Source: an optimization exercise on an open RTL-to-GDS flow (aim: small area and a short achievable clock period). Production flows keep margins and buffers that such runs may drop.
Where RTL was checked, it was by simulation tests only, not by an equivalence proof against the original.
Power and IR drop assume default switching activity.

==> 05-17 <==
==> flow/design.v <==
package ep_fifo_pkg;
  localparam int DATA_W = 32;
  localparam int BE_W = DATA_W / 8;
  localparam int EP_ID_W = 2;
  localparam int NUM_EP = 1 << EP_ID_W;
  localparam int RAM_AW = 8;
  typedef struct packed {
    logic [EP_ID_W-1:0] ep;
    logic [BE_W-1:0]    be;
    logic [DATA_W-1:0]  data;
  } ep_wr_t;
  typedef struct packed {
    logic               vld;
    logic               wr;
    logic [RAM_AW-1:0]  adr;
    logic [BE_W-1:0]    be;
    logic [DATA_W-1:0]  data;
    logic [EP_ID_W-1:0] ep;
  } ram_req_t;
  typedef struct packed {
    logic [EP_ID_W-1:0] ep;
    logic [BE_W-1:0]    be;
    logic [DATA_W-1:0]  data;
  } ep_rd_rsp_t;
endpackage
`timescale 1ns/1ns
module ep_fifo_top (
  input  logic                             fifoClk,
  input  logic                             fifoRstn,
  input  logic                             wr_stb,
  input  logic [ep_fifo_pkg::EP_ID_W-1:0]  wr_ep,
  input  logic [ep_fifo_pkg::BE_W-1:0]     wr_be,
  input  logic [ep_fifo_pkg::DATA_W-1:0]   wr_data,
  input  logic                             rd_stb,
  input  logic [ep_fifo_pkg::EP_ID_W-1:0]  rd_ep,
  output logic                             rd_valid,
  output logic [ep_fifo_pkg::EP_ID_W-1:0]  rd_rsp_ep,
  output logic [ep_fifo_pkg::BE_W-1:0]     rd_rsp_be,
  output logic [ep_fifo_pkg::DATA_W-1:0]   rd_rsp_data,
  output logic [ep_fifo_pkg::NUM_EP-1:0]   ep_empty,
  output logic [ep_fifo_pkg::NUM_EP-1:0]   ep_full,
  output logic [ep_fifo_pkg::NUM_EP-1:0]   ep_almost_full,
  output logic [ep_fifo_pkg::NUM_EP-1:0]   ep_almost_empty
);
  localparam int NUM_EP = ep_fifo_pkg::NUM_EP;
  localparam int DATA_W = ep_fifo_pkg::DATA_W;
  localparam int BE_W   = ep_fifo_pkg::BE_W;
  localparam int DEPTH  = 16;
  logic [3:0]        wr_ptr  [NUM_EP];
  logic [DEPTH-1:0]  rd_oh   [NUM_EP];    
  logic [4:0]        cnt     [NUM_EP];
  logic [BE_W-1:0]   last_be [NUM_EP];
  logic [NUM_EP-1:0] wr_sel, rd_sel, wr_acc, rd_acc;
  logic [NUM_EP-1:0] not_empty;
  logic [4:0]        cnt_nxt [NUM_EP];
  logic [DATA_W-1:0] mem [NUM_EP][DEPTH];
  logic [DATA_W-1:0] head [NUM_EP];
  for (genvar e = 0; e < NUM_EP; e++) begin : g_ep
    assign wr_sel[e] = wr_stb & (wr_ep == e);
    assign rd_sel[e] = rd_stb & (rd_ep == e);
    assign wr_acc[e] = wr_sel[e] & ~ep_full[e];
    assign rd_acc[e] = rd_sel[e] & not_empty[e];
    assign ep_empty[e] = ~not_empty[e];
    always_comb begin
      cnt_nxt[e] = cnt[e];
      if (wr_acc[e] & ~rd_acc[e]) cnt_nxt[e] = cnt[e] + 5'd1;
      if (rd_acc[e] & ~wr_acc[e]) cnt_nxt[e] = cnt[e] - 5'd1;
    end
    always_ff @(posedge fifoClk or negedge fifoRstn) begin
      if (!fifoRstn) begin
        wr_ptr[e]          <= '0;
        rd_oh[e]           <= DEPTH'(1);
        cnt[e]             <= '0;
        not_empty[e]       <= 1'b0;
        ep_full[e]         <= 1'b0;
        ep_almost_full[e]  <= 1'b0;
        ep_almost_empty[e] <= 1'b0;
      end else begin
        if (wr_acc[e]) wr_ptr[e] <= wr_ptr[e] + 4'd1;
        if (rd_acc[e]) rd_oh[e] <= {rd_oh[e][DEPTH-2:0], rd_oh[e][DEPTH-1]};
        cnt[e]             <= cnt_nxt[e];
        not_empty[e]       <= (cnt_nxt[e] != 5'd0);
        ep_full[e]         <= (cnt_nxt[e] == 5'd16);
        ep_almost_full[e]  <= (cnt_nxt[e] == 5'd15);
        ep_almost_empty[e] <= (cnt_nxt[e] == 5'd1);
      end
    end
    always_ff @(posedge fifoClk) begin
      if (wr_acc[e]) last_be[e] <= wr_be;
    end
    for (genvar s = 0; s < DEPTH; s++) begin : g_slot
      always_ff @(posedge fifoClk) begin
        if (wr_acc[e] && wr_ptr[e] == s)
          mem[e][s] <= wr_data;
      end
    end
    always_comb begin
      head[e] = '0;
      for (int s = 0; s < DEPTH; s++)
        head[e] = head[e] | ({DATA_W{rd_oh[e][s]}} & mem[e][s]);
    end
  end
  logic [DATA_W-1:0] rsp_data_nxt;
  logic [BE_W-1:0]   rsp_be_nxt;
  always_comb begin
    rsp_data_nxt = '0;
    for (int e = 0; e < NUM_EP; e++)
      rsp_data_nxt = rsp_data_nxt | ({DATA_W{rd_ep == e}} & head[e]);
  end
  assign rsp_be_nxt = (ep_almost_empty[rd_ep] & ~(wr_stb & (wr_ep == rd_ep)))
                      ? last_be[rd_ep] : {BE_W{1'b1}};
  always_ff @(posedge fifoClk or negedge fifoRstn) begin
    if (!fifoRstn) rd_valid <= 1'b0;
    else           rd_valid <= |rd_acc;
  end
  always_ff @(posedge fifoClk) begin
    rd_rsp_ep   <= rd_ep;
    rd_rsp_be   <= rsp_be_nxt;
    rd_rsp_data <= rsp_data_nxt;
  end
endmodule
==> flow/run.sh <==
#!/bin/bash
# synth_recipe.tcl (not shown) runs the flow's synth.tcl, then flattens the netlist and writes it again
# the make line also repeats each setting of config.mk as NAME=value (left out here)
make -C /OpenROAD-flow-scripts/flow DESIGN_CONFIG=/design/flow/config.mk WORK_HOME=/design/flow/orfs CLKGATE_MAP_FILE= SYNTH_SCRIPT=/design/flow/synth_recipe.tcl finish
==> flow/config.mk <==
export PLATFORM = sky130hd
export DESIGN_NAME = ep_fifo_top
export DESIGN_NICKNAME = ep_fifo_top
export VERILOG_FILES = /design/flow/design.v
export SDC_FILE = /design/flow/constraint.sdc
export NUM_CORES = 4
export LEC_CHECK = 0
export ABC_CLOCK_PERIOD_IN_PS = 2400
export CAP_MARGIN = 20
export CORE_MARGIN = 2
export CORE_UTILIZATION = 55
export CTS_CLUSTER_DIAMETER = 60
export CTS_CLUSTER_SIZE = 24
export PLACE_DENSITY = 0.7
export SETUP_SLACK_MARGIN = 2.5
export SLEW_MARGIN = 20
==> flow/constraint.sdc <==
create_clock -name core_clock -period 5.0 [get_ports {fifoClk}]
set_input_delay 1.0000 -clock core_clock [delete_from_list [all_inputs] [get_ports {fifoClk}]]
set_output_delay 1.0000 -clock core_clock [all_outputs]
set_load 0.01 [all_outputs]
==> inputs of 08-07, as changes to 05-17 <==
==> flow/design.v, changed modules only <==
module ep_fifo_top (
  input  logic                             fifoClk,
  input  logic                             fifoRstn,
  input  logic                             wr_stb,
  input  logic [ep_fifo_pkg::EP_ID_W-1:0]  wr_ep,
  input  logic [ep_fifo_pkg::BE_W-1:0]     wr_be,
  input  logic [ep_fifo_pkg::DATA_W-1:0]   wr_data,
  input  logic                             rd_stb,
  input  logic [ep_fifo_pkg::EP_ID_W-1:0]  rd_ep,
  output logic                             rd_valid,
  output logic [ep_fifo_pkg::EP_ID_W-1:0]  rd_rsp_ep,
  output logic [ep_fifo_pkg::BE_W-1:0]     rd_rsp_be,
  output logic [ep_fifo_pkg::DATA_W-1:0]   rd_rsp_data,
  output logic [ep_fifo_pkg::NUM_EP-1:0]   ep_empty,
  output logic [ep_fifo_pkg::NUM_EP-1:0]   ep_full,
  output logic [ep_fifo_pkg::NUM_EP-1:0]   ep_almost_full,
  output logic [ep_fifo_pkg::NUM_EP-1:0]   ep_almost_empty
);
  localparam int NUM_EP = ep_fifo_pkg::NUM_EP;
  localparam int DATA_W = ep_fifo_pkg::DATA_W;
  localparam int BE_W   = ep_fifo_pkg::BE_W;
  localparam int DEPTH  = 16;
  logic [3:0]        wr_ptr  [NUM_EP];
  logic [DEPTH-1:0]  rd_oh   [NUM_EP];    
  logic [4:0]        cnt     [NUM_EP];
  logic [BE_W-1:0]   last_be [NUM_EP];
  logic [NUM_EP-1:0] wr_sel, rd_sel, wr_acc, rd_acc;
  logic [4:0]        cnt_nxt [NUM_EP];
  logic [DATA_W-1:0] mem [NUM_EP][DEPTH];
  logic [DATA_W-1:0] head [NUM_EP];
  for (genvar e = 0; e < NUM_EP; e++) begin : g_ep
    assign wr_sel[e] = wr_stb & (wr_ep == e);
    assign rd_sel[e] = rd_stb & (rd_ep == e);
    assign wr_acc[e] = wr_sel[e] & ~ep_full[e];
    assign rd_acc[e] = rd_sel[e] & ~ep_empty[e];
    always_comb begin
      cnt_nxt[e] = cnt[e];
      if (wr_acc[e] & ~rd_acc[e]) cnt_nxt[e] = cnt[e] + 5'd1;
      if (rd_acc[e] & ~wr_acc[e]) cnt_nxt[e] = cnt[e] - 5'd1;
    end
    always_ff @(posedge fifoClk or negedge fifoRstn) begin
      if (!fifoRstn) begin
        wr_ptr[e]          <= '0;
        rd_oh[e]           <= DEPTH'(1);
        cnt[e]             <= '0;
        ep_empty[e]        <= 1'b1;
        ep_full[e]         <= 1'b0;
        ep_almost_full[e]  <= 1'b0;
        ep_almost_empty[e] <= 1'b0;
      end else begin
        if (wr_acc[e]) wr_ptr[e] <= wr_ptr[e] + 4'd1;
        if (rd_acc[e]) rd_oh[e] <= {rd_oh[e][DEPTH-2:0], rd_oh[e][DEPTH-1]};
        cnt[e]             <= cnt_nxt[e];
        ep_empty[e]        <= (cnt_nxt[e] == 5'd0);
        ep_full[e]         <= (cnt_nxt[e] == 5'd16);
        ep_almost_full[e]  <= (cnt_nxt[e] == 5'd15);
        ep_almost_empty[e] <= (cnt_nxt[e] == 5'd1);
      end
    end
    always_ff @(posedge fifoClk) begin
      if (wr_acc[e]) last_be[e] <= wr_be;
    end
    for (genvar s = 0; s < DEPTH; s++) begin : g_slot
      for (genvar b = 0; b < BE_W; b++) begin : g_lane
        always_ff @(posedge fifoClk) begin
          if (wr_acc[e] && wr_ptr[e] == s && wr_be[b])
            mem[e][s][8*b +: 8] <= wr_data[8*b +: 8];
        end
      end
    end
    always_comb begin
      head[e] = '0;
      for (int s = 0; s < DEPTH; s++)
        head[e] = head[e] | ({DATA_W{rd_oh[e][s]}} & mem[e][s]);
    end
  end
  logic [DATA_W-1:0] rsp_data_nxt;
  logic [BE_W-1:0]   rsp_be_nxt;
  always_comb begin
    rsp_data_nxt = '0;
    for (int e = 0; e < NUM_EP; e++)
      rsp_data_nxt = rsp_data_nxt | ({DATA_W{rd_ep == e}} & head[e]);
  end
  assign rsp_be_nxt = (ep_almost_empty[rd_ep] & ~(wr_stb & (wr_ep == rd_ep)))
                      ? last_be[rd_ep] : {BE_W{1'b1}};
  always_ff @(posedge fifoClk or negedge fifoRstn) begin
    if (!fifoRstn) rd_valid <= 1'b0;
    else           rd_valid <= |rd_acc;
  end
  always_ff @(posedge fifoClk) begin
    rd_rsp_ep   <= rd_ep;
    rd_rsp_be   <= rsp_be_nxt;
    rd_rsp_data <= rsp_data_nxt;
  end
endmodule
CORE_UTILIZATION = 40   (was 55)
CTS_CLUSTER_DIAMETER = unset   (was 60)
CTS_CLUSTER_SIZE = unset   (was 24)
PLACE_DENSITY = 0.6   (was 0.7)
SETUP_SLACK_MARGIN = 2.6   (was 2.5)
==> impl_results.md <==
- Status: finished clean
- Comb pwr: 2.01 mW
- Clk network pwr share: 0.340
- Non-clock buffer count: about 490
- Power Density: 382 nW/um^2
- Synthesized Nets: 4270
- Placement Rows: 140
- Worst slack at placement: around 0.86 ns
- Critical Path AT: ~3.4 ns
- Share of cells above drive strength 1: 0.219
- P_seq: 21.4 mW
- Vias in the first global route: 43.1k
That was 05-17.
==> impl_results.md <==
- DP HPWL: 154000 um
- Critical path class: reg2reg
- Initial Util: 0.403
- Vias in the first global route: 45.3k
- CP peak stage delay: 0.64 ns
- Non-clock buffer count: 329
- Critical Path AT: 3.31 ns
- Final Power: 39.7 mW
- Clk network pwr share: 0.406
- Status: finished clean
- Power Density: about 410 nW/um^2
- Comb pwr: 2.55 mW
- Worst slack at placement: just under 0.8 ns
- P_seq: 21.1 mW
- Synthesized Nets: between 4k and 5k
- Die Y: 456 um
That was 08-07.
Testbench counts of 08-07, summed over its fixed seeds: lat cycles 21,807, reads 21,807.
Only the layout flow was run in 05-17; the RTL was not checked for function there.

[separate check: timing with driven ports]
In the flow no input, the clock included, has a driving cell. The finished layouts below were timed again as built, in two steps.
Step 1 assumes that a clkbuf_16 drives the clock port and a buf_2 every other input.
Step 2 moves the port delays by t, midway between the first and last clock arrival at a register: inputs arrive t later, outputs are due t later. That takes back most of the time a late clock gives input paths.
Slacks: no drivers / after step 1 / after step 2; pairs: no drivers / after step 1.
run	t, ns	setup slack, ns	latest minus earliest clock arrival (ns)	slew at the worst register clock pin (ns)	worst data-port slew with drivers (ns)
05-17	0.878	2.299 / 2.299 / 1.730	0.048 / 0.048	0.10 / 0.10	0.10
08-07	0.905	2.363 / 2.363 / 1.731	0.032 / 0.031	0.07 / 0.07	0.14
After both steps every run listed still meets setup and hold. The setup slack of 08-07, which loses most, moves by 0.000 ns with the drivers and by -0.632 ns with both steps.
